What follows belongs to an exercise in optimizing a design on an open flow for a short achievable clock period and few clock cycles; a production flow would make more cautious choices.
The RTL was checked by simulation tests, not by an equivalence proof against the original design.
Power is estimated from default activity; no workload was simulated.

--- design/flow/design.v ---
package flashCtrlPkg;
  localparam int hostAddrW  = 7;                          
  localparam int hostDataW  = 16;                         
  localparam int ramAddrW   = 6;                          
  localparam int flashAddrW = 18;                         
  localparam int flashDataW = 32;                         
  localparam logic [flashDataW-1:0] csrProtectNone = 32'hFFFF_FFFF;  
  localparam logic [flashDataW-1:0] csrUnprotCfm1  = 32'hFBFF_FFFF;  
  localparam logic [flashDataW-1:0] csrEraseCfm1   = 32'hFBCF_FFFF;  
  localparam logic [flashDataW-1:0] csrUnprotCfm2  = 32'hFDFF_FFFF;  
  localparam logic [flashDataW-1:0] csrEraseCfm2   = 32'hFDBF_FFFF;  
  localparam logic [flashDataW-1:0] csrUnprotBoth  = 32'hF9FF_FFFF;  
  localparam int statusBusyLsb    = 0;                    
  localparam int statusWriteOkBit = 3;                    
  localparam int statusEraseOkBit = 4;                    
  typedef enum logic [3:0] {
    sIdle,                                                
    wUnprot,                                              
    wFirst,                                               
    wHold,                                                
    wArm,                                                 
    wArmLast,                                             
    e1Unprot, e1Erase, e1Arm, e1Protect,
    e2Unprot, e2Erase, e2Arm,
    sProtect
  } seqState;
endpackage
`timescale 1ns/1ps
module flashStageRam
(
  input  logic                  Clock,
  input  logic                  arstN,
  input  logic [flashCtrlPkg::hostAddrW-1:0]  FlashMemWrAddress,     
  input  logic [flashCtrlPkg::hostDataW-1:0]  FlashMemWrData,        
  input  logic                  FlashMemWrEn,          
  input  logic [flashCtrlPkg::ramAddrW-1:0]   ramRdAddr,             
  output logic [flashCtrlPkg::flashDataW-1:0] ramRdData,             
  output logic [flashCtrlPkg::flashDataW-1:0] ramWord0               
);
  logic [flashCtrlPkg::hostDataW-1:0]  upperHalf;                    
  logic                  ramWe;                        
  logic [flashCtrlPkg::flashDataW-1:0] ram [0:(1 << flashCtrlPkg::ramAddrW)-1];    
  always_ff @(posedge Clock or negedge arstN)
  begin
    if (!arstN)
      upperHalf <= '0;
    else if (FlashMemWrEn)
      upperHalf <= FlashMemWrData;
  end
  assign ramWe = FlashMemWrEn & FlashMemWrAddress[0];  
  always_ff @(posedge Clock)
  begin
    if (ramWe)
      ram[FlashMemWrAddress[flashCtrlPkg::hostAddrW-1:1]] <= {upperHalf, FlashMemWrData};
  end
  always_ff @(posedge Clock)
  begin
    ramRdData <= ram[ramRdAddr];
  end
  assign ramWord0 = ram[0];
endmodule
`timescale 1ns/1ps
module flashWriteCursor
(
  input  logic                  Clock,
  input  logic                  arstN,
  input  logic                  writePrep,             
  input  logic                  writeDone,             
  input  logic [flashCtrlPkg::ramAddrW-1:0]   FlashOpLen,            
  output logic [flashCtrlPkg::ramAddrW-1:0]   ramRdAddr,             
  output logic                  lastWord               
);
  logic [flashCtrlPkg::ramAddrW-1:0] wordsLeft;        
  always_ff @(posedge Clock or negedge arstN)
  begin
    if (!arstN)
    begin
      ramRdAddr <= flashCtrlPkg::ramAddrW'(1);
      wordsLeft <= '0;
    end
    else if (writePrep)
    begin
      ramRdAddr <= flashCtrlPkg::ramAddrW'(1);         
      wordsLeft <= (FlashOpLen == '0) ? '0 : FlashOpLen - 1'b1;
    end
    else if (writeDone)
    begin
      ramRdAddr <= ramRdAddr + 1'b1;
      wordsLeft <= wordsLeft - 1'b1;
    end
  end
  assign lastWord = (wordsLeft == '0);
endmodule
`timescale 1ns/1ps
module flashSequencer
(
  input  logic                  Clock,
  input  logic                  arstN,
  input  logic                  FlashOpUnlock,         
  input  logic                  FlashOpWr,             
  input  logic                  FlashOpEr,             
  input  logic [flashCtrlPkg::flashAddrW-1:0] FlashOpAddr,           
  output logic                  FlashCmdAck,           
  output logic                  FlashBusy,             
  output logic                  FlashError,            
  input  logic [flashCtrlPkg::flashDataW-1:0] ramRdData,             
  input  logic [flashCtrlPkg::flashDataW-1:0] ramWord0,              
  input  logic                  lastWord,              
  output logic                  writePrep,             
  output logic                  writeDone,             
  output logic                  csrAddr,               
  output logic                  csrRead,
  output logic [flashCtrlPkg::flashDataW-1:0] csrWriteData,
  output logic                  csrWrite,
  input  logic [flashCtrlPkg::flashDataW-1:0] csrReadData,           
  output logic [flashCtrlPkg::flashAddrW-1:0] dataAddr,
  output logic [flashCtrlPkg::flashDataW-1:0] dataWriteData,
  output logic                  dataWrite,
  input  logic                  dataWaitReq            
);
  flashCtrlPkg::seqState state, stateNext;
  logic                  rdValid;                      
  logic                  knownIdle;                    
  logic                  go;                           
  logic                  accept;                       
  logic                  dataHold;                     
  logic                  dataStart;                    
  logic                  csrReadNext;
  logic                  csrWriteNext;
  logic [flashCtrlPkg::flashDataW-1:0] csrWriteDataNext;
  assign go        = rdValid && (csrReadData[flashCtrlPkg::statusBusyLsb +: 2] == 2'b00);
  assign accept    = (state == flashCtrlPkg::sIdle) && FlashOpUnlock && (FlashOpWr || FlashOpEr) &&
                     (knownIdle || go);
  assign dataStart = (state == flashCtrlPkg::wArm) && go;
  assign dataWrite = dataHold || dataStart;
  assign writePrep = (state == flashCtrlPkg::sIdle);
  assign writeDone = (state == flashCtrlPkg::wHold) && !dataWaitReq;
  always_comb
  begin
    stateNext = state;
    case (state)
      flashCtrlPkg::sIdle     :
        if (accept)
          stateNext = FlashOpWr ? flashCtrlPkg::wUnprot : flashCtrlPkg::e1Unprot;   
      flashCtrlPkg::wUnprot   : stateNext = flashCtrlPkg::wFirst;
      flashCtrlPkg::wFirst    : stateNext = flashCtrlPkg::wHold;
      flashCtrlPkg::wHold     :
        if (!dataWaitReq)
          stateNext = lastWord ? flashCtrlPkg::wArmLast : flashCtrlPkg::wArm;
      flashCtrlPkg::wArm      : if (go) stateNext = flashCtrlPkg::wHold;
      flashCtrlPkg::wArmLast  : if (go) stateNext = flashCtrlPkg::sProtect;
      flashCtrlPkg::e1Unprot  : stateNext = flashCtrlPkg::e1Erase;
      flashCtrlPkg::e1Erase   : stateNext = flashCtrlPkg::e1Arm;
      flashCtrlPkg::e1Arm     : if (go) stateNext = flashCtrlPkg::e1Protect;
      flashCtrlPkg::e1Protect : stateNext = flashCtrlPkg::e2Unprot;
      flashCtrlPkg::e2Unprot  : stateNext = flashCtrlPkg::e2Erase;
      flashCtrlPkg::e2Erase   : stateNext = flashCtrlPkg::e2Arm;
      flashCtrlPkg::e2Arm     : if (go) stateNext = flashCtrlPkg::sProtect;
      flashCtrlPkg::sProtect  : stateNext = flashCtrlPkg::sIdle;
      default                 : stateNext = flashCtrlPkg::sIdle;
    endcase
  end
  always_comb
  begin
    csrWriteNext = 1'b0;
    csrReadNext  = 1'b0;
    case (stateNext)
      flashCtrlPkg::wUnprot, flashCtrlPkg::e1Unprot, flashCtrlPkg::e1Erase, flashCtrlPkg::e1Protect,
      flashCtrlPkg::e2Unprot, flashCtrlPkg::e2Erase, flashCtrlPkg::sProtect :
        csrWriteNext = 1'b1;
      flashCtrlPkg::wFirst :
        csrReadNext  = 1'b0;                           
      default :
        csrReadNext  = 1'b1;                           
    endcase
    case (state)
      flashCtrlPkg::sIdle     : csrWriteDataNext = FlashOpWr ? flashCtrlPkg::csrUnprotBoth : flashCtrlPkg::csrUnprotCfm1;
      flashCtrlPkg::e1Unprot  : csrWriteDataNext = flashCtrlPkg::csrEraseCfm1;
      flashCtrlPkg::e1Erase, flashCtrlPkg::e1Arm, flashCtrlPkg::e2Erase, flashCtrlPkg::e2Arm, flashCtrlPkg::wArmLast :
        csrWriteDataNext = flashCtrlPkg::csrProtectNone;
      flashCtrlPkg::e1Protect : csrWriteDataNext = flashCtrlPkg::csrUnprotCfm2;
      flashCtrlPkg::e2Unprot  : csrWriteDataNext = flashCtrlPkg::csrEraseCfm2;
      default                 : csrWriteDataNext = '0;
    endcase
  end
  always_ff @(posedge Clock or negedge arstN)
  begin
    if (!arstN)
    begin
      state       <= flashCtrlPkg::sIdle;
      rdValid     <= 1'b0;
      knownIdle   <= 1'b0;
      csrRead     <= 1'b0;
      csrWrite    <= 1'b0;
      csrAddr     <= 1'b0;
      dataHold    <= 1'b0;
      FlashCmdAck <= 1'b0;
      FlashBusy   <= 1'b0;
      FlashError  <= 1'b0;
    end
    else
    begin
      state       <= stateNext;
      rdValid     <= csrRead && !dataStart;            
      if ((state == flashCtrlPkg::sIdle) && go)
        knownIdle <= 1'b1;
      csrRead     <= csrReadNext;
      csrWrite    <= csrWriteNext;
      csrAddr     <= csrWriteNext;
      dataHold    <= (stateNext == flashCtrlPkg::wFirst) || (stateNext == flashCtrlPkg::wHold);
      FlashCmdAck <= accept;
      if (accept)
        FlashBusy <= 1'b1;
      else if (state == flashCtrlPkg::sProtect)
        FlashBusy <= 1'b0;
      if (accept)
        FlashError <= 1'b0;                            
      else if (go && ((state == flashCtrlPkg::wArm) || (state == flashCtrlPkg::wArmLast)) &&
               !csrReadData[flashCtrlPkg::statusWriteOkBit])
        FlashError <= 1'b1;
      else if (go && ((state == flashCtrlPkg::e1Arm) || (state == flashCtrlPkg::e2Arm)) &&
               !csrReadData[flashCtrlPkg::statusEraseOkBit])
        FlashError <= 1'b1;
    end
  end
  always_ff @(posedge Clock)
  begin
    csrWriteData <= csrWriteDataNext;
    if (state == flashCtrlPkg::sIdle)
      dataAddr <= FlashOpAddr;                         
    else if (writeDone)
      dataAddr <= dataAddr + 1'b1;
    if ((state == flashCtrlPkg::sIdle) || (state == flashCtrlPkg::wUnprot))
      dataWriteData <= ramWord0;
    else if (writeDone)
      dataWriteData <= ramRdData;
  end
endmodule
`timescale 1ns/1ps
module flashUpdateCtrl
(
  input  logic                  Clock,
  input  logic                  arstN,
  input  logic [flashCtrlPkg::hostAddrW-1:0]  FlashMemWrAddress,
  input  logic [flashCtrlPkg::hostDataW-1:0]  FlashMemWrData,
  input  logic                  FlashMemWrEn,
  input  logic [flashCtrlPkg::flashAddrW-1:0] FlashOpAddr,
  input  logic [flashCtrlPkg::ramAddrW-1:0]   FlashOpLen,
  input  logic                  FlashOpUnlock,
  input  logic                  FlashOpWr,
  input  logic                  FlashOpEr,
  output logic                  FlashCmdAck,
  output logic                  FlashBusy,
  output logic                  FlashError,
  output logic                  csrAddr,
  output logic                  csrRead,
  output logic [flashCtrlPkg::flashDataW-1:0] csrWriteData,
  output logic                  csrWrite,
  input  logic [flashCtrlPkg::flashDataW-1:0] csrReadData,
  output logic [flashCtrlPkg::flashAddrW-1:0] dataAddr,
  output logic [flashCtrlPkg::flashDataW-1:0] dataWriteData,
  output logic                  dataWrite,
  input  logic                  dataWaitReq
);
  logic [flashCtrlPkg::ramAddrW-1:0]   ramRdAddr;                    
  logic [flashCtrlPkg::flashDataW-1:0] ramRdData;                    
  logic [flashCtrlPkg::flashDataW-1:0] ramWord0;
  logic                  lastWord;                     
  logic                  writePrep;                    
  logic                  writeDone;
  flashStageRam flashStageRam_i (
    .Clock             (Clock),
    .arstN             (arstN),
    .FlashMemWrAddress (FlashMemWrAddress),
    .FlashMemWrData    (FlashMemWrData),
    .FlashMemWrEn      (FlashMemWrEn),
    .ramRdAddr         (ramRdAddr),
    .ramRdData         (ramRdData),
    .ramWord0          (ramWord0)
  );
  flashWriteCursor flashWriteCursor_i (
    .Clock       (Clock),
    .arstN       (arstN),
    .writePrep   (writePrep),
    .writeDone   (writeDone),
    .FlashOpLen  (FlashOpLen),
    .ramRdAddr   (ramRdAddr),
    .lastWord    (lastWord)
  );
  flashSequencer flashSequencer_i (
    .Clock         (Clock),
    .arstN         (arstN),
    .FlashOpUnlock (FlashOpUnlock),
    .FlashOpWr     (FlashOpWr),
    .FlashOpEr     (FlashOpEr),
    .FlashOpAddr   (FlashOpAddr),
    .FlashCmdAck   (FlashCmdAck),
    .FlashBusy     (FlashBusy),
    .FlashError    (FlashError),
    .ramRdData     (ramRdData),
    .ramWord0      (ramWord0),
    .lastWord      (lastWord),
    .writePrep     (writePrep),
    .writeDone     (writeDone),
    .csrAddr       (csrAddr),
    .csrRead       (csrRead),
    .csrWriteData  (csrWriteData),
    .csrWrite      (csrWrite),
    .csrReadData   (csrReadData),
    .dataAddr      (dataAddr),
    .dataWriteData (dataWriteData),
    .dataWrite     (dataWrite),
    .dataWaitReq   (dataWaitReq)
  );
endmodule
--- design/flow/run.sh ---
#!/bin/bash
# synth_recipe.tcl (not shown) runs the flow's synth.tcl, then flattens the netlist and writes it again
# the make line also repeats each setting of config.mk as NAME=value (left out here)
make -C /OpenROAD-flow-scripts/flow DESIGN_CONFIG=/design/flow/config.mk WORK_HOME=/design/flow/orfs CLKGATE_MAP_FILE= SYNTH_SCRIPT=/design/flow/synth_recipe.tcl finish
--- design/flow/config.mk ---
export PLATFORM = sky130hd
export DESIGN_NAME = flashUpdateCtrl
export DESIGN_NICKNAME = flashUpdateCtrl
export VERILOG_FILES = /design/flow/design.v
export SDC_FILE = /design/flow/constraint.sdc
export NUM_CORES = 4
export LEC_CHECK = 0
export CAP_MARGIN = 20
export CORE_MARGIN = 2
export CORE_UTILIZATION = 40
export SLEW_MARGIN = 20
--- design/flow/constraint.sdc ---
create_clock -name core_clock -period 4.5 [get_ports {Clock}]
set_input_delay 0.9000 -clock core_clock [delete_from_list [all_inputs] [get_ports {Clock}]]
set_output_delay 0.9000 -clock core_clock [all_outputs]
set_load 0.01 [all_outputs]
==> run summary, run 1 <==
family with the most delay on the worst path simple AND/OR/NAND/NOR gates; max_cap viols 0; Final Cycle Share 76.9%; Fin Clk Skew 0.0344 ns; P_leak 30.8 nW; # clock sinks 2175; Longest Clk Path Bufs 3; Distinct cells, synth 67; WL/cell 29.6 um; Num CTS Buffers 214; Comb pwr share 19.2%; status timing/DRC/antenna clean; list of cells traversed by the critical path nor2_1, nand3_1, nand2b_1, clkdlybuf4s50_1; synthesis-stage register bit count 2175; hold buffers post-CTS 0; total core area 0.209 sq mm; Int Pwr 38.1 mW; vias in the first global route 41300; H-Tree Depth 4; DIE WIDTH 462 um; Tmin final 3.46 ns; clock slew at reported path FFs 0.06 ns; initial cell density of the core 40.2%; postcts setup bufs 0; Synth Flop Type edfxtp_1; sequential cell area 0.0648 sq mm; Post-DRT Antenna Nets 0; DR vias/cell 5.67; largest fanout on the critical path 16; maximum VDD drop 377 uV; initial antenna violation count 9; DR pass1 iterations 5; clk latency of the worst-skew pair 0.87 ns; hold crit path type in -> async; initial detailed-routing violation count 4381; Async SR Flop Fraction 1.84%; CTS tree done; area of the die 0.214 sq mm; Switching Share 26.2%; Buf/Inv on CP 1; Final Max Slew Viols 0; max frequency 289 MHz; gr usage total 19.8%; Routed WL 213000 um; Die Y 462 um; Core Rows 168; Root Buffer clkbuf_16; Vias 40800; Critical Path Slowest Stage Cell dfrtp_1; Setup violations, final 0; crit start category flip-flop; Post-synth EDFFs 2098; CP arrival 2.56 ns; Nets 4296; Resize count post-CTS 0; dominant cell type by area after synthesis edfxtp_1; Net Count, Synth 4012; RePlAce Congestion 0.750; total number of yosys warnings 3; Psw 13.5 mW; aggregate global routing overflow 0; CP endpoint kind output pin; Clock power frac 34.5%; layout cell share with drive strength beyond 1 25.4%; port bufs 146; largest net degree at the start of global routing 113; Multi-input gate area 0.0182 sq mm; Area Growth Syn to Fin 15.7%; final hold vios 0; # fillers 17200; io pins 175; Max stage delay on crit path 0.56 ns; syn_area_per_cell 21.5 sq um; Total Power 51.6 mW; top cells by area, synth edfxtp_1 (75%), mux4_2 (12%), mux2i_1 (3.3%); synthesized area 0.0841 sq mm; DPL Wire Length 117000 um; # DRC 0; RSZ-0062 raised after global routing no; first-pass GRT wire length 305000 um; setup TNS 0 ns; critical path type reg -> out; WP data required 3.60 ns; Worst-Margin Slew 0.943 ns; Syn Inst Count 3917; area share of the largest cell type after synthesis 74.9%; Seq/Total Area, Yosys 77.0%; Max-slew headroom 35.5%; Sequential Power Share 46.4%; pwr dens 530 mW/mm^2
==> layer usage <==
| layer | up-vias | part of all wire [%] | global-route usage [%] |
|---|---|---|---|
| met2 | 1520 | 49 | 32.4 |
| met4 | 6 | 2.2 | 5.13 |
| met5 | - | 0.015 | 0 |
| met3 | 266 | 7.1 | 3.40 |
| met1 | 22100 | 42 | 27.5 |
| li1 | 16900 | - | - |
==> worst paths after layout <==
path	start	end	slack (ns)	depth (start not counted)
max	flashSequencer_i.state[1]	dataWrite	1.04	4
min	arstN	flashWriteCursor_i.wordsLeft[3]	0.07	1
max reg2reg	flashWriteCursor_i.ramRdAddr[0]	flashStageRam_i.ramRdData[5]	1.11	7
min reg2reg	flashSequencer_i.FlashBusy	flashSequencer_i.FlashBusy	0.49	1
max in group asynchronous	arstN	flashStageRam_i.upperHalf[14]	3.88	1
min in group core_clock	FlashMemWrData[1]	flashStageRam_i.ram[36][1]	0.43	1
==> cells in the mapped netlist, types with 6 or more instances <==
library cell and instances:
or2_2 8, xor2_1 14, mux4_2 451, buf_2 54, nand3b_1 9, nor2_1 123, nor3_1 11, nand3_1 30
a2111oi_0 9, dfxtp_1 37, edfxtp_1 2098, a211o_1 6, a211oi_1 28, o31ai_1 7, o211ai_1 8, buf_1 22
buf_8 8, o221ai_1 40, nor2b_1 11, nand2_1 69, mux2i_1 276, xnor2_1 16, mux2_2 55, buf_6 32
a22oi_1 16, o22ai_1 62, dfrtp_1 39, o21ai_0 93, clkbuf_1 79, buf_4 55, inv_1 10, a221oi_1 10
ha_1 9, a21oi_1 49, nand2b_1 9
==> cell type report <==
| cell class | count | share of cell area [%] |
|---|---|---|
| clock buffer | 287 | 5.98 |
| tap | 2805 | 3.61 |
| multi-input combinational | 1480 | 18.8 |
| sequential | 2175 | 66.6 |
| timing repair buffer | 319 | 3.72 |
| inverter | 11 | 0.0424 |
| clock inverter | 113 | 1.25 |
| antenna | 2 | 0.00514 |
==> state kept, by name, indices dropped and copies added (netlist names) <==
name                            count
flashSequencer_i.FlashBusy          1
flashSequencer_i.FlashError         1
flashSequencer_i.dataAddr          18
flashSequencer_i.rdValid            1
flashStageRam_i.upperHalf          16
flashSequencer_i.csrAddr            1
flashSequencer_i.FlashCmdAck        1
flashStageRam_i.ramRdData          32
flashSequencer_i.csrWriteData       5
flashSequencer_i.dataHold           1
flashWriteCursor_i.wordsLeft        6
flashSequencer_i.csrRead            1
flashWriteCursor_i.ramRdAddr        6
flashSequencer_i.dataWriteData     32
flashSequencer_i.knownIdle          1
flashStageRam_i.ram              2048
flashSequencer_i.state              4
==> metrics by stage <==
stage	hold WS, ns	cells	util [%]	setup WS, ns	instance area [sq um]
final	0.0683	7192	46.5	1.04	97300
after global routing	0.0650	7191	46.5	0.875	97300
after CTS	0.224	7190	46.5	0.974	97200
after detailed placement	0.485	6790	43.1	0.556	90200
after global placement	0.471	6790	43.1	0.572	90200
after floorplan	0.450	3917	-	0.161	84100
==> placed cells by master (no fill, tap or decap), drive strengths merged, types with 9 or more instances in the layout <==
cell type / count
a2111oi: 9
dfrtp: 39
mux4: 454
a211oi: 28
nor2: 123
a221oi: 10
a21oi: 49
o21ai: 98
clkinv: 84
nor3: 11
nor2b: 11
dfxtp: 37
xnor2: 16
mux2i: 276
o221ai: 40
bufinv: 17
ha: 9
nand3b: 9
a22oi: 16
nand2: 69
clkbuf: 287
nand3: 30
buf: 190
edfxtp: 2098
clkdlybuf4s50: 129
nand2b: 9
xor2: 14
o22ai: 62
mux2: 55
inv: 18
==> power by group through the flow <==
stage	registers, mW	clock network (mW)	logic [mW]
after floorplan	24.0	0	7.00
after global placement	24.3	0	10.0
after detailed placement	24.4	0	10.0
after CTS	23.9	18.1	10.1
after global routing	24.0	18.9	10.6
final	23.9	17.8	9.88
==> kinds of logic (layout without fill, tap and decap cells) <==
| kind of cell | count (synthesis) | in the layout | share of synthesized area (%) |
|---|---|---|---|
| other cells | 0 | 2 | 0 |
| simple gates | 300 | 300 | 1.66 |
| fa+ha+maj | 9 | 9 | 0.134 |
| mux | 785 | 785 | 16.2 |
| xor+xnor | 30 | 30 | 0.313 |
| buf+inv | 262 | 730 | 1.91 |
| compound gates | 356 | 356 | 2.77 |
| flops | 2175 | 2175 | 77.0 |
Testbench counts, summed over its fixed seeds: cycles 26,375.
==> run 2: changes to the inputs <==
--- a/design/flow/design.v
+++ b/design/flow/design.v
@@ -17,3 +17,2 @@
     sIdle,                                                
-    wUnprot,                                              
     wFirst,                                               
@@ -22,5 +21,4 @@
     wArmLast,                                             
-    e1Unprot, e1Erase, e1Arm, e1Protect,
-    e2Unprot, e2Erase, e2Arm,
-    sProtect
+    e1Erase, e1Arm,
+    e2Unprot, e2Erase, e2Arm
   } seqState;
@@ -55,5 +53,10 @@
   end
+  logic [flashCtrlPkg::flashDataW-1:0] groupWord [0:7];
+  logic [2:0]                          groupSel;
   always_ff @(posedge Clock)
   begin
-    ramRdData <= ram[ramRdAddr];
+    for (int g = 0; g < 8; g++)
+      groupWord[g] <= ram[{g[2:0], ramRdAddr[2:0]}];
+    groupSel  <= ramRdAddr[5:3];
+    ramRdData <= groupWord[groupSel];
   end
@@ -112,3 +115,3 @@
   output logic                  csrRead,
-  output logic [flashCtrlPkg::flashDataW-1:0] csrWriteData,
+  output logic [flashCtrlPkg::flashDataW-1:0] csrWriteData,        
   output logic                  csrWrite,
@@ -129,8 +132,27 @@
   logic                  csrWriteNext;
+  logic                  csrReadReg;                   
+  logic                  csrWriteReg;                  
+  logic                  armCtrl;                      
+  logic                  ctrlStart;                    
+  logic                  lastProtect;                  
+  logic                  ready;                        
+  logic                  ackNow;                       
+  logic                  busyReg;                      
   logic [flashCtrlPkg::flashDataW-1:0] csrWriteDataNext;
+  logic [flashCtrlPkg::flashDataW-1:0] csrWriteDataReg;
   assign go        = rdValid && (csrReadData[flashCtrlPkg::statusBusyLsb +: 2] == 2'b00);
-  assign accept    = (state == flashCtrlPkg::sIdle) && FlashOpUnlock && (FlashOpWr || FlashOpEr) &&
-                     (knownIdle || go);
+  assign ackNow    = ready && FlashOpUnlock && (FlashOpWr || FlashOpEr);
+  assign accept    = ackNow;
+  assign FlashCmdAck = ackNow;
+  assign FlashBusy = busyReg || ackNow;
   assign dataStart = (state == flashCtrlPkg::wArm) && go;
   assign dataWrite = dataHold || dataStart;
+  assign armCtrl   = (state == flashCtrlPkg::wArmLast) || (state == flashCtrlPkg::e1Arm) ||
+                     (state == flashCtrlPkg::e2Arm);
+  assign ctrlStart = armCtrl && go;
+  assign csrWrite  = csrWriteReg || ctrlStart || ackNow;      
+  assign csrAddr   = csrWriteReg || ctrlStart || ackNow;
+  assign csrRead   = csrReadReg && !ctrlStart && !ackNow;
+  assign csrWriteData = csrWriteDataReg | ((ready && !FlashOpWr) ? (flashCtrlPkg::csrUnprotBoth ^ flashCtrlPkg::csrUnprotCfm1) : '0);
+  assign lastProtect = ((state == flashCtrlPkg::wArmLast) || (state == flashCtrlPkg::e2Arm)) && go;
   assign writePrep = (state == flashCtrlPkg::sIdle);
@@ -143,4 +165,3 @@
         if (accept)
-          stateNext = FlashOpWr ? flashCtrlPkg::wUnprot : flashCtrlPkg::e1Unprot;   
-      flashCtrlPkg::wUnprot   : stateNext = flashCtrlPkg::wFirst;
+          stateNext = FlashOpWr ? flashCtrlPkg::wFirst : flashCtrlPkg::e1Erase;     
       flashCtrlPkg::wFirst    : stateNext = flashCtrlPkg::wHold;
@@ -150,11 +171,8 @@
       flashCtrlPkg::wArm      : if (go) stateNext = flashCtrlPkg::wHold;
-      flashCtrlPkg::wArmLast  : if (go) stateNext = flashCtrlPkg::sProtect;
-      flashCtrlPkg::e1Unprot  : stateNext = flashCtrlPkg::e1Erase;
+      flashCtrlPkg::wArmLast  : if (go) stateNext = flashCtrlPkg::sIdle;          
       flashCtrlPkg::e1Erase   : stateNext = flashCtrlPkg::e1Arm;
-      flashCtrlPkg::e1Arm     : if (go) stateNext = flashCtrlPkg::e1Protect;
-      flashCtrlPkg::e1Protect : stateNext = flashCtrlPkg::e2Unprot;
+      flashCtrlPkg::e1Arm     : if (go) stateNext = flashCtrlPkg::e2Unprot;       
       flashCtrlPkg::e2Unprot  : stateNext = flashCtrlPkg::e2Erase;
       flashCtrlPkg::e2Erase   : stateNext = flashCtrlPkg::e2Arm;
-      flashCtrlPkg::e2Arm     : if (go) stateNext = flashCtrlPkg::sProtect;
-      flashCtrlPkg::sProtect  : stateNext = flashCtrlPkg::sIdle;
+      flashCtrlPkg::e2Arm     : if (go) stateNext = flashCtrlPkg::sIdle;
       default                 : stateNext = flashCtrlPkg::sIdle;
@@ -167,4 +185,3 @@
     case (stateNext)
-      flashCtrlPkg::wUnprot, flashCtrlPkg::e1Unprot, flashCtrlPkg::e1Erase, flashCtrlPkg::e1Protect,
-      flashCtrlPkg::e2Unprot, flashCtrlPkg::e2Erase, flashCtrlPkg::sProtect :
+      flashCtrlPkg::e1Erase, flashCtrlPkg::e2Unprot, flashCtrlPkg::e2Erase :
         csrWriteNext = 1'b1;
@@ -176,7 +193,7 @@
     case (state)
-      flashCtrlPkg::sIdle     : csrWriteDataNext = FlashOpWr ? flashCtrlPkg::csrUnprotBoth : flashCtrlPkg::csrUnprotCfm1;
-      flashCtrlPkg::e1Unprot  : csrWriteDataNext = flashCtrlPkg::csrEraseCfm1;
-      flashCtrlPkg::e1Erase, flashCtrlPkg::e1Arm, flashCtrlPkg::e2Erase, flashCtrlPkg::e2Arm, flashCtrlPkg::wArmLast :
+      flashCtrlPkg::sIdle     : csrWriteDataNext = ackNow ? flashCtrlPkg::csrEraseCfm1 : flashCtrlPkg::csrUnprotBoth;
+      flashCtrlPkg::e1Erase, flashCtrlPkg::e2Erase, flashCtrlPkg::e2Arm, flashCtrlPkg::wHold :
         csrWriteDataNext = flashCtrlPkg::csrProtectNone;
-      flashCtrlPkg::e1Protect : csrWriteDataNext = flashCtrlPkg::csrUnprotCfm2;
+      flashCtrlPkg::e1Arm     : csrWriteDataNext = go ? flashCtrlPkg::csrUnprotCfm2 : flashCtrlPkg::csrProtectNone;
+      flashCtrlPkg::wArmLast  : csrWriteDataNext = flashCtrlPkg::csrProtectNone;
       flashCtrlPkg::e2Unprot  : csrWriteDataNext = flashCtrlPkg::csrEraseCfm2;
@@ -190,10 +207,9 @@
       state       <= flashCtrlPkg::sIdle;
+      ready       <= 1'b0;
       rdValid     <= 1'b0;
       knownIdle   <= 1'b0;
-      csrRead     <= 1'b0;
-      csrWrite    <= 1'b0;
-      csrAddr     <= 1'b0;
+      csrReadReg  <= 1'b0;
+      csrWriteReg <= 1'b0;
       dataHold    <= 1'b0;
-      FlashCmdAck <= 1'b0;
-      FlashBusy   <= 1'b0;
+      busyReg     <= 1'b0;
       FlashError  <= 1'b0;
@@ -206,11 +222,11 @@
         knownIdle <= 1'b1;
-      csrRead     <= csrReadNext;
-      csrWrite    <= csrWriteNext;
-      csrAddr     <= csrWriteNext;
+      csrReadReg  <= csrReadNext;
+      csrWriteReg <= csrWriteNext;
       dataHold    <= (stateNext == flashCtrlPkg::wFirst) || (stateNext == flashCtrlPkg::wHold);
-      FlashCmdAck <= accept;
+      ready       <= (stateNext == flashCtrlPkg::sIdle) && (knownIdle || ((state == flashCtrlPkg::sIdle) && go) ||
+                                                        lastProtect);
       if (accept)
-        FlashBusy <= 1'b1;
-      else if (state == flashCtrlPkg::sProtect)
-        FlashBusy <= 1'b0;
+        busyReg <= 1'b1;
+      else if (lastProtect)
+        busyReg <= 1'b0;                               
       if (accept)
@@ -227,3 +243,3 @@
   begin
-    csrWriteData <= csrWriteDataNext;
+    csrWriteDataReg <= csrWriteDataNext;
     if (state == flashCtrlPkg::sIdle)
@@ -232,3 +248,3 @@
       dataAddr <= dataAddr + 1'b1;
-    if ((state == flashCtrlPkg::sIdle) || (state == flashCtrlPkg::wUnprot))
+    if (state == flashCtrlPkg::sIdle)
       dataWriteData <= ramWord0;
--- a/design/flow/config.mk
+++ b/design/flow/config.mk
@@ -7,2 +7,3 @@
 export LEC_CHECK = 0
+export ABC_CLOCK_PERIOD_IN_PS = 2000
 export CAP_MARGIN = 20
@@ -10,2 +11,3 @@
 export CORE_UTILIZATION = 40
+export SETUP_SLACK_MARGIN = 2.3
 export SLEW_MARGIN = 20
==> run 2 against run 1 <==
Net effect: core utilization grew 2.9 points; sequential power grew 18%; setup slack gained 0.49 ns.
==> run summary, run 2 <==
top cells by area, synth edfxtp_1 (70%), mux4_2 (13%), dfxtp_1 (6.6%); WP data required 3.60 ns (about the same); WL/cell 30.0 um (+1.2%); post-route setup slack 1.53 ns (+0.494 ns); vias in the first global route 43700 (+5.8%); crit path capture csrRead; sequential cell area 0.0700 sq mm (+8.0%); pre-CTS setup slack 0.819 ns (+0.262 ns); Seq/Total Area, Yosys 78.0% (+1.0 points); clock slew at reported path FFs 0.06 ns (about the same); final hold vios 0 (unchanged); Nets 4824 (+12%); Worst-Margin Slew 1.09 ns (+0.143 ns); Setup violations, final 0 (unchanged); DR pass1 iterations 5 (unchanged); Routed WL 238000 um (+12%); dominant cell type by area after synthesis edfxtp_1; Final Max Slew Viols 0 (unchanged); DR vias/cell 5.52 (-2.6%); # fillers 17700 (+3.2%); Distinct cells, synth 61 (-9.0%); total core area 0.223 sq mm (+6.4%); Net Count, Synth 4225 (+5.3%); CP endpoint kind output pin; Die Y 477 um (+3.2%); Longest Clk Path Bufs 3 (unchanged); CTS tree done; RSZ-0062 raised after global routing yes; syn_area_per_cell 21.7 sq um (+0.99%); Fin Clk Skew 0.0708 ns (+0.0364 ns); # DRC 0 (unchanged); clk latency of the worst-skew pair 0.90 ns (+0.03 ns); Tmin final 2.97 ns (-0.494 ns); Multi-input gate area 0.0201 sq mm (+10%); Syn Inst Count 4134 (+5.5%); aggregate global routing overflow 0 (unchanged); reg2reg setup slack 1.84 ns (+0.73 ns); first-pass GRT wire length 331000 um (+8.6%); io pins 175 (unchanged); initial detailed-routing violation count 4767 (+8.8%); pwr dens 622 mW/mm^2 (+17%); Final Cell Area 0.110 sq mm (+13%); DIE WIDTH 477 um (+3.2%); Post-synth EDFFs 2098 (unchanged); H-Tree Depth 4 (unchanged); synthesized area 0.0896 sq mm (+6.6%); RePlAce Congestion 0.847 (+13%); Largest register FFs 2048 (unchanged); maximum VDD drop 393 uV (+4.2%); Root Buffer clkbuf_16; # clock sinks 2434 (+12%); FF-to-FF End flashSequencer_i.csrWriteReg; CP arrival 2.07 ns (-0.49 ns); area share of the largest cell type after synthesis 70.3% (-4.6 points); Core Rows 173 (+3.0%); setup TNS 0 ns (unchanged); Max-slew headroom 27.6% (-7.9 points); layout cell share with drive strength beyond 1 38.3% (+13 points); Final Cycle Share 65.9% (-11 points); commonest non-fill, non-tap cell in the layout edfxtp_1; FF-to-FF Start flashSequencer_i.ready; Area Growth Syn to Fin 22.8%; DPL Wire Length 128000 um (+9.0%); Final Util 49.4% (+2.9 points); P_leak 36.4 nW (+18%); total number of yosys warnings 4 (+1); Post-DRT Antenna Nets 0 (unchanged); Setup crit start flashSequencer_i.state[0]; placed instance area 0.0961 sq mm (+6.6%); port bufs 146 (unchanged); largest fanout on the critical path 3 (-13); max_cap viols 0 (unchanged); max frequency 337 MHz (+17%); top post-synthesis cells by count edfxtp_1 (2098), mux4_2 (525), dfxtp_1 (296); hold crit path type in -> async; critical path type reg -> out; largest net degree at the start of global routing 91 (-19%); Synth Flop Type edfxtp_1; most frequent cells in the layout edfxtp_1 (2098), mux4_2 (525), dfxtp_1 (289), clkbuf_16 (251), nand2_1 (168); initial cell density of the core 40.3% (+0.073 points); Vias 43800 (+7.5%); area of the die 0.228 sq mm (+6.5%); count leader, synth edfxtp_1; Async SR Flop Fraction 1.64% (-0.20 points); Num CTS Buffers 238 (+11%); synthesis-stage register bit count 2434 (+12%); R2R cell count 17 (+10); crit start category flip-flop; gr usage total 20.5% (+0.74 points); initial antenna violation count 27 (+18); Total Power 68.4 mW (+33%); status timing/DRC/antenna clean
==> run 2: layout make-up <==
cell class | instances | share of cell area, %
Sequential cell | 2434 | 63.6
Clock buffer | 331 | 6.05
Clock inverter | 125 | 1.35
Antenna cell | 11 | 0.0250
Timing Repair Buffer | 589 | 7.18
Inverter | 26 | 0.0887
Tap cell | 2975 | 3.38
Multi-Input combinational cell | 1444 | 18.3
==> run 2: cell families after synthesis <==
logic type               synth area share [%]
adder cells (fa/ha/maj)                0.0698
AND/OR/NAND/NOR                          1.87
buffers and inverters                    1.32
AO/OA/AOI/OAI                            1.30
flip-flops                               78.0
multiplexers                             17.1
XOR/XNOR                                0.283
==> run 2: worst min path at each step <==
stage,end,slack [ns],from
2_1_floorplan,flashStageRam_i.groupSel[2],0.37,flashWriteCursor_i.ramRdAddr[5]
4_1_cts,flashWriteCursor_i.wordsLeft[4],0.24,arstN
3_3_place_gp,flashStageRam_i.groupSel[2],0.37,flashWriteCursor_i.ramRdAddr[5]
5_1_grt,flashWriteCursor_i.ramRdAddr[2],0.07,arstN
3_5_place_dp,flashStageRam_i.groupSel[2],0.38,flashWriteCursor_i.ramRdAddr[5]
6_report,flashWriteCursor_i.wordsLeft[4],0.07,arstN
==> run 2: critical path, cell delays in order, from the launching register on <==
cell and delay [ns]:
dfrtp_2 0.44, nor2b_4 0.15, a32o_1 0.23, a21oi_2 0.15, nand2_1 0.10, inv_2 0.07, buf_6 0.09
==> run 2: metal layers <==
layer	GRT usage, %	wire [um]	vias up	share of wire (%)
li1	-	-	18100	-
met1	28.7	97900	23600	41
met2	32.9	114000	1766	48
met3	4.00	18400	336	7.7
met4	5.78	7260	4	3.0
met5	0	23	-	0.0097
==> run 2: per-stage QoR <==
stage / instances / hold WS, ns
final: 7935 / 0.0727
after floorplan: 4134 / 0.365
after detailed placement: 7190 / 0.378
after global placement: 7188 / 0.372
after global routing: 7926 / 0.0748
after CTS: 7875 / 0.235
==> run 2: power by group <==
group | leakage (nW) | internal [mW] | switching (mW)
registers | 21.8 | 26.6 | 1.63
logic | 10.6 | 10.8 | 9.09
clock network | 3.96 | 11.7 | 8.60
total | 36.4 | 49.1 | 19.3
==> run 2: repair_timing <==
| action | CTS | global route |
|---|---|---|
| resized for setup | 745 | 182 |
| hold buffers | 0 | 0 |
| cloned | 59 | 14 |
| endpoints found under the setup margin | 2514 | 658 |
| buffers inserted | 170 | 35 |
| pin swaps | 14 | 16 |
Testbench counts of run 2, summed over its fixed seeds: cycles 26,159.
==> run 3: changes to the inputs <==
--- a/design/flow/design.v
+++ b/design/flow/design.v
@@ -127,2 +127,5 @@
   logic                  go;                           
+  logic                  statusIdle;                   
+  logic                  dataArmed;                    
+  logic                  ctrlArmed;                    
   logic                  accept;                       
@@ -134,3 +137,2 @@
   logic                  csrWriteReg;                  
-  logic                  armCtrl;                      
   logic                  ctrlStart;                    
@@ -142,3 +144,4 @@
   logic [flashCtrlPkg::flashDataW-1:0] csrWriteDataReg;
-  assign go        = rdValid && (csrReadData[flashCtrlPkg::statusBusyLsb +: 2] == 2'b00);
+  assign statusIdle = (csrReadData[flashCtrlPkg::statusBusyLsb +: 2] == 2'b00);
+  assign go        = rdValid && statusIdle;
   assign ackNow    = ready && FlashOpUnlock && (FlashOpWr || FlashOpEr);
@@ -147,7 +150,5 @@
   assign FlashBusy = busyReg || ackNow;
-  assign dataStart = (state == flashCtrlPkg::wArm) && go;
+  assign dataStart = dataArmed && statusIdle;
   assign dataWrite = dataHold || dataStart;
-  assign armCtrl   = (state == flashCtrlPkg::wArmLast) || (state == flashCtrlPkg::e1Arm) ||
-                     (state == flashCtrlPkg::e2Arm);
-  assign ctrlStart = armCtrl && go;
+  assign ctrlStart = ctrlArmed && statusIdle;
   assign csrWrite  = csrWriteReg || ctrlStart || ackNow;      
@@ -209,2 +210,4 @@
       rdValid     <= 1'b0;
+      dataArmed   <= 1'b0;
+      ctrlArmed   <= 1'b0;
       knownIdle   <= 1'b0;
@@ -220,2 +223,5 @@
       rdValid     <= csrRead && !dataStart;            
+      dataArmed   <= (stateNext == flashCtrlPkg::wArm) && csrRead;
+      ctrlArmed   <= ((stateNext == flashCtrlPkg::wArmLast) || (stateNext == flashCtrlPkg::e1Arm) ||
+                      (stateNext == flashCtrlPkg::e2Arm)) && csrRead;
       if ((state == flashCtrlPkg::sIdle) && go)
==> run 3 against run 2 <==
Net effect: total power is 5.1% lower; core utilization down 1.4 points; routed wire length decreased by 0.45%; critical endpoint is now csrWrite; sequential power hardly changed; final cell count shrank 1.9%; highest routed layer unchanged; final area down 2.8%; first-iteration DRC count is 1.4% higher; maximum frequency is 5.5% higher; clock power fell by 3%; largest cell class unchanged; largest power group unchanged.
==> run summary, run 3 <==
Setup crit start FlashOpEr; # DRC 0 (unchanged); crit start category input port; commonest non-fill, non-tap cell in the layout edfxtp_1; met3 WL post-DR 17200 um (-6.7%); Distinct cells, synth 73 (+20%); largest fanout on the critical path 2 (-1); aggregate global routing overflow 0 (unchanged); FF-to-FF End flashStageRam_i.groupWord[7][17]; Largest register FFs 2048 (unchanged); initial detailed-routing violation count 4834 (+1.4%); met1 WL 98300 um (+0.40%); Num CTS Buffers 233 (-2.1%); FF-to-FF Start flashWriteCursor_i.ramRdAddr[0]; Setup violations, final 0 (unchanged); CP arrival 1.91 ns (-0.16 ns); io pins 175 (unchanged); hold crit path type reg -> reg; Multi-input gate area 0.0197 sq mm (-2.0%); top cells by area, synth edfxtp_1 (70%), mux4_2 (13%), dfxtp_1 (6.6%); Sequential Power Share 43.5% (+2.3 points); Int Pwr 46.5 mW (-5.3%); # fillers 18100 (+2.1%); Final Max Slew Viols 0 (unchanged); Max-slew headroom 26.2% (-1.4 points); Async SR Flop Fraction 1.72% (+0.081 points); Vias 43000 (-1.9%); worst hold stages 1; DR pass1 iterations 5 (unchanged); Worst-Margin Slew 1.11 ns (+0.0213 ns); syn_area_per_cell 21.8 sq um (+0.61%); area of the die 0.228 sq mm (+0.10%); Root Buffer clkbuf_16; count leader, synth edfxtp_1; max frequency 356 MHz (+5.5%); WP data required 3.60 ns (about the same); # clock sinks 2436 (+0.082%); Synth Flop Type edfxtp_1; clock slew at reported path FFs 0.06 ns (about the same); Comb pwr share 26.3% (-2.8 points); P_leak 34.7 nW (-4.6%); RePlAce Congestion 0.830 (-2.0%); first-pass GRT wire length 325000 um (-1.9%); metal2 WL 116000 um (+1.4%); Switching Share 28.4% (+0.13 points); DIE WIDTH 478 um (about the same); critical path type in -> out; total number of yosys warnings 4 (unchanged); Die Y 478 um (about the same); DPL Wire Length 132000 um (+3.5%); status timing/DRC/antenna clean; layout cell share with drive strength beyond 1 37.5% (-0.78 points); top post-synthesis cells by count edfxtp_1 (2098), mux4_2 (529), dfxtp_1 (296); RSZ-0062 raised after global routing yes; Final Cycle Share 62.5% (-3.4 points); H-Tree Depth 4 (unchanged); Syn Inst Count 4113 (-0.51%); initial cell density of the core 40.3% (+0.042 points); crit path capture csrWrite; Tmin final 2.81 ns (-0.154 ns); max_cap viols 0 (unchanged); total core area 0.223 sq mm (unchanged); dominant cell type by area after synthesis edfxtp_1; most frequent cells in the layout edfxtp_1 (2098), mux4_2 (529), dfxtp_1 (290), clkbuf_16 (263), mux2_2 (230); Post-DRT Antenna Nets 0 (unchanged); setup TNS 0 ns (unchanged); Post-synth EDFFs 2098 (unchanged); Fin Clk Skew 0.0448 ns (-0.0260 ns); port bufs 146 (unchanged); pwr dens 607 mW/mm^2 (-2.4%); Max Used Layer met5; Longest Clk Path Bufs 3 (unchanged); Psw 18.4 mW (-4.6%); CTS tree done; Final Hold Slack 0.435 ns (+0.363 ns); Clock power frac 30.2% (+0.5 points); Core Rows 173 (unchanged); Routed WL 237000 um (-0.45%); DR vias/cell 5.52 (about the same); largest net degree at the start of global routing 66 (-27%); CP endpoint kind output pin; reg2reg setup slack 2.22 ns (+0.38 ns); gr usage total 20.1% (-0.44 points); Net Count, Synth 4204 (-0.50%); R2R cell count 6 (-11); Seq/Total Area, Yosys 78.0% (about the same); area share of the largest cell type after synthesis 70.2% (-0.073 points); Area Growth Syn to Fin 19.2%; Total Power 65.0 mW (-5.1%); Nets 4685 (-2.9%); synthesis-stage register bit count 2436 (+0.082%); synthesized area 0.0897 sq mm (+0.10%); WL/cell 30.4 um (+1.5%); clk latency of the worst-skew pair 0.89 ns (about the same); vias in the first global route 42300 (-3.1%); initial antenna violation count 26 (-3.7%); maximum VDD drop 559 uV (+42%); final hold vios 0 (unchanged); sequential cell area 0.0700 sq mm (about the same)
==> run 3: worst max-delay path, stage by stage <==
cell,delay [ns]
dlygate4sd2_1,0.24
o211ai_1,0.26
inv_2,0.10
a21oi_4,0.13
nand2b_1,0.11
buf_2,0.16
==> run 3: through the flow <==
step	cells	cell area (sq um)	setup slack, ns	util (%)
after floorplan	4113	90500	1.43	-
after global placement	7181	96100	0.762	43.2
after detailed placement	7181	96200	0.729	43.2
after CTS	7717	105000	1.64	47.3
after global routing	7780	107000	1.59	48.1
final	7784	107000	1.69	48.1
==> run 3: timing repair <==
action | 4_1_cts | 5_1_grt
endpoints found under the setup margin | 2487 | 1300
resized for setup | 527 | 171
hold buffers | 1 | 0
gates cloned | 11 | 34
hold endpoints to repair | 3 | 0
pin swaps | 12 | 7
setup buffers | 79 | 28
==> run 3: final cells by class <==
cell class | instances | area share, %
inverters | 17 | 0.0632
flip-flops and latches | 2436 | 65.5
well taps | 2975 | 3.48
clock buffers | 317 | 6.15
diodes | 5 | 0.0117
clock inverters | 128 | 1.15
multi-input cells | 1432 | 18.4
repair buffers | 474 | 5.22
==> run 3: kinds of logic after synthesis <==
family	Yosys count	synth area share, %
DFF	2436	78.0
muxes	836	17.1
and+or+nand+nor	385	1.92
buffers and inverters	247	1.28
AOI/OAI and AO/OA	175	1.33
xor gates and xnor gates	29	0.283
adders and majority gates	5	0.0697
==> run 3: worst min-delay path by stage <==
stage,end,slack (ns),from
after global placement,flashStageRam_i.groupSel[2],0.39,flashWriteCursor_i.ramRdAddr[5]
final,flashSequencer_i.rdValid,0.44,flashSequencer_i.dataArmed
after floorplan,flashStageRam_i.groupSel[2],0.37,flashWriteCursor_i.ramRdAddr[5]
after detailed placement,flashStageRam_i.groupSel[2],0.38,flashWriteCursor_i.ramRdAddr[5]
after CTS,flashSequencer_i.rdValid,0.44,flashSequencer_i.dataArmed
after global routing,flashSequencer_i.state[2],0.41,FlashOpWr
==> run 3: routing by layer <==
layer,vias to the layer above,track usage [%]
met3,308,3.32
met5,-,0
met1,23200,28.2
met2,1645,32.7
met4,8,5.11
li1,17800,-
==> run 3: power by group through the flow <==
stage | logic, mW | registers [mW] | clock network [mW]
after floorplan | 9.67 | 27.6 | 0
after global placement | 14.0 | 29.0 | 0
after detailed placement | 14.1 | 29.0 | 0
after CTS | 15.5 | 28.3 | 19.9
after global routing | 18.0 | 28.4 | 20.9
final | 17.1 | 28.3 | 19.6
Testbench counts of run 3, summed over its fixed seeds: cycles 26,159.
==> run 4: changes to the inputs <==
--- a/design/flow/design.v
+++ b/design/flow/design.v
@@ -134,2 +134,3 @@
   logic                  csrReadNext;
+  logic                  readyNext;
   logic                  csrWriteNext;
@@ -155,3 +156,3 @@
   assign csrAddr   = csrWriteReg || ctrlStart || ackNow;
-  assign csrRead   = csrReadReg && !ctrlStart && !ackNow;
+  assign csrRead   = csrReadReg && !ctrlStart;            
   assign csrWriteData = csrWriteDataReg | ((ready && !FlashOpWr) ? (flashCtrlPkg::csrUnprotBoth ^ flashCtrlPkg::csrUnprotCfm1) : '0);
@@ -181,2 +182,4 @@
   end
+  assign readyNext = (stateNext == flashCtrlPkg::sIdle) &&
+                     (knownIdle || ((state == flashCtrlPkg::sIdle) && go) || lastProtect);
   always_comb
@@ -190,2 +193,4 @@
         csrReadNext  = 1'b0;                           
+      flashCtrlPkg::sIdle :
+        csrReadNext  = !readyNext;                     
       default :
@@ -231,4 +236,3 @@
       dataHold    <= (stateNext == flashCtrlPkg::wFirst) || (stateNext == flashCtrlPkg::wHold);
-      ready       <= (stateNext == flashCtrlPkg::sIdle) && (knownIdle || ((state == flashCtrlPkg::sIdle) && go) ||
-                                                        lastProtect);
+      ready       <= readyNext;
       if (accept)
==> run 4 against run 3 <==
Net effect: first-iteration DRC count up 7.4%; still clean on timing, DRC and antenna; die area about the same; routed wire length up 1.2%; core utilization up 0.29 points; synthesized cell count up 1.0%; global-route usage up 0.28 points; combinational power up 6%; sequential power about the same; critical path depth down 1; via count up 0.94%; clock-buffer cell count up 4.
==> run summary, run 4 <==
syn_area_per_cell 21.6 sq um (-0.95%); H-Tree Depth 4 (unchanged); largest net degree at the start of global routing 81 (+23%); count leader, synth edfxtp_1; post-route setup slack 1.79 ns (+0.108 ns); critical path type in -> out; Post-synth EDFFs 2098 (unchanged); Largest register FFs 2048 (unchanged); max_cap viols 0 (unchanged); Area Growth Syn to Fin 20.0%; FF-to-FF End flashStageRam_i.groupWord[5][11]; Vias 43400 (+0.94%); port bufs 146 (unchanged); RSZ-0062 raised after global routing yes; DPL Wire Length 135000 um (+2.2%); most frequent cells in the layout edfxtp_1 (2098), mux4_2 (526), dfxtp_1 (289), clkbuf_16 (273), mux2_2 (233); dominant cell type by area after synthesis edfxtp_1; R2R cell count 6 (unchanged); area share of the largest cell type after synthesis 70.2% (about the same); synthesized area 0.0898 sq mm (about the same); clk latency of the worst-skew pair 0.88 ns (about the same); crit start category input port; Final Cycle Share 60.1% (-2.4 points); initial antenna violation count 48 (+85%); pwr dens 620 mW/mm^2 (+2.1%); WL/cell 30.6 um (+0.46%); Total Power 66.8 mW (+2.9%); max frequency 370 MHz (+4.0%); Nets 4740 (+1.2%); Max-slew headroom 29.0% (+2.8 points); Routed WL 240000 um (+1.2%); sequential cell area 0.0700 sq mm (about the same); # DRC 0 (unchanged); DR vias/cell 5.53 (+0.16%); Root Buffer clkbuf_16; Distinct cells, synth 64 (-12%); Tmin final 2.71 ns (-0.108 ns); WP data required 3.60 ns (about the same); Final Max Slew Viols 0 (unchanged); maximum VDD drop 375 uV (-33%); status timing/DRC/antenna clean; FF-to-FF Start flashWriteCursor_i.ramRdAddr[0]; GR Util met3 4.74% (+1.4 points); commonest non-fill, non-tap cell in the layout edfxtp_1; # fillers 17800 (-1.6%); # clock sinks 2436 (unchanged); Core Rows 173 (unchanged); Synth Flop Type edfxtp_1; pre-CTS setup slack 0.943 ns (+0.214 ns); DIE WIDTH 478 um (about the same); largest fanout on the critical path 6 (+4); busiest grt layer met2; hold crit path type in -> async; CP endpoint kind output pin; first-pass GRT wire length 328000 um (+0.89%); Multi-input gate area 0.0198 sq mm (+0.22%); Worst-Margin Slew 1.06 ns (-0.0423 ns); Die Y 478 um (about the same); aggregate global routing overflow 0 (unchanged); hold buffers post-CTS 0 (-1); Longest Clk Path Bufs 3 (unchanged); Syn Inst Count 4156 (+1.0%); GR Layer Usage met2 31.6% (-1.1 points); Post-DRT Antenna Nets 0 (unchanged); reg2reg setup slack 2.19 ns (-0.03 ns); layout cell share with drive strength beyond 1 37.0% (-0.45 points); met1 Usage GRT 28.5% (+0.22 points); Seq/Total Area, Yosys 77.9% (about the same); final hold vios 0 (unchanged); CP arrival 1.81 ns (-0.10 ns); top post-synthesis cells by count edfxtp_1 (2098), mux4_2 (526), dfxtp_1 (296); setup TNS 0 ns (unchanged); initial cell density of the core 40.3% (about the same); Net Count, Synth 4247 (+1.0%); CTS tree done; total core area 0.223 sq mm (about the same); Fin Clk Skew 0.0488 ns (+0.00408 ns); area of the die 0.228 sq mm (about the same); total number of yosys warnings 4 (unchanged); gr usage total 20.3% (+0.28 points); vias in the first global route 42500 (+0.47%); DR pass1 iterations 5 (unchanged); Async SR Flop Fraction 1.72% (unchanged); Num CTS Buffers 236 (+1.3%); initial detailed-routing violation count 5194 (+7.4%); P_leak 35.1 nW (+1.1%); RePlAce Congestion 0.896 (+7.9%); synthesis-stage register bit count 2436 (unchanged); Setup violations, final 0 (unchanged); io pins 175 (unchanged); top cells by area, synth edfxtp_1 (70%), mux4_2 (13%), dfxtp_1 (6.6%); clock slew at reported path FFs 0.06 ns (about the same)
==> run 4: power by group <==
group / total [mW] / internal [mW] / switching [mW] / leakage (nW)
combinational: 18.2 / 9.25 / 8.94 / 9.26
sequential: 28.5 / 26.6 / 1.93 / 21.9
clock: 20.1 / 11.6 / 8.55 / 3.95
total: 66.8 / 47.4 / 19.4 / 35.1
==> run 4: logic make-up (layout without fill, tap and decap cells) <==
group           count (synthesis)  in the layout  share of synthesized area, %
compound gates                164            164                          1.25
xor+xnor                       30             30                         0.293
fa+ha+maj                       5              5                        0.0697
buf+inv                       256            961                          1.29
flops                        2436           2436                          77.9
mux                           837            837                          17.1
other cells                     0              8                             0
simple gates                  428            429                          2.09
==> run 4: final cells by class <==
class                           count  share of cell area [%]
Tap cell                         2975                    3.46
Inverter                           20                  0.0755
Timing Repair Buffer              490                    5.60
Clock buffer                      321                    6.21
Sequential cell                  2436                    65.0
Multi-Input combinational cell   1465                    18.3
Clock inverter                    130                    1.26
Antenna cell                        8                  0.0186
==> run 4: worst max path at each step <==
stage	from	endpoint	slack, ns
floorplan	FlashMemWrAddress[6]	flashStageRam_i.ram[29][0]	1.43
global route	flashSequencer_i.ready	csrWrite	1.70
CTS	flashSequencer_i.ready	csrWrite	1.69
finish	FlashOpWr	csrWrite	1.79
detailed placement	FlashMemWrAddress[5]	flashStageRam_i.ram[60][12]	0.94
global placement	FlashMemWrAddress[5]	flashStageRam_i.ram[61][19]	0.97
==> run 4: timing repair <==
item,CTS,global route
endpoints found under the setup margin,2327,790
resized for setup,538,168
pin swaps,15,8
buffers inserted,87,36
cloned,12,37
==> run 4: worst max-delay path: stages <==
cell,delay [ns]
dlygate4sd2_1,0.25
o211ai_1,0.19
buf_4,0.19
nand3b_1,0.12
buf_2,0.16
==> run 4: metal layers <==
metal  wire length, um  vias up
li1                  -    18000
met3             21600      339
met1             98200    23300
met2            113000     1824
met4              7540       10
met5                61        -
==> run 4: through the flow <==
step	util, %	instances	area, sq um	hold WS [ns]
floorplan	-	4156	90500	0.365
global route	48.4	7838	108000	0.192
CTS	47.6	7764	106000	0.143
finish	48.4	7845	108000	0.175
global placement	43.3	7214	96400	0.376
detailed placement	43.3	7214	96400	0.383
Testbench counts of run 4, summed over its fixed seeds: cycles 26,159.

==> static timing again, ports no longer ideal <==
The results above use ideal ports. As a check the final layouts listed here were re-extracted and re-timed, cells and wires unchanged.
Step 1 sets driving cells, clkbuf_16 on the clock port and buf_2 on the other inputs (assumed; they add their load-dependent delay and slew).
Step 2 moves the port delays by t, midway between the first and last clock arrival at a register: inputs arrive t later, outputs are due t later. That takes back most of the time a late clock gives input paths.
a / b / c = no drivers / after step 1 / after step 2; a / b = the first two.
| run | t (ns) | setup slack, ns | slew at the worst register clock pin (ns) | worst data-port slew with drivers (ns) | cell pins on the clock port's net |
|---|---|---|---|---|---|
| run 1 | 0.939 | 1.040 / 0.949 / 0.556 | 0.06 / 0.06 | 0.17 | 1 |
| run 2 | 0.948 | 1.533 / 1.448 / 0.915 | 0.07 / 0.07 | 0.19 | 1 |
| run 3 | 0.955 | 1.687 / 1.598 / 1.334 | 0.07 / 0.07 | 0.12 | 1 |
| run 4 | 0.943 | 1.795 / 1.719 / 1.353 | 0.07 / 0.07 | 0.10 | 1 |
After both steps setup and hold are still met in every run listed. The setup slack of run 2, which loses most, moves by -0.085 ns with the drivers and by -0.618 ns with both steps.
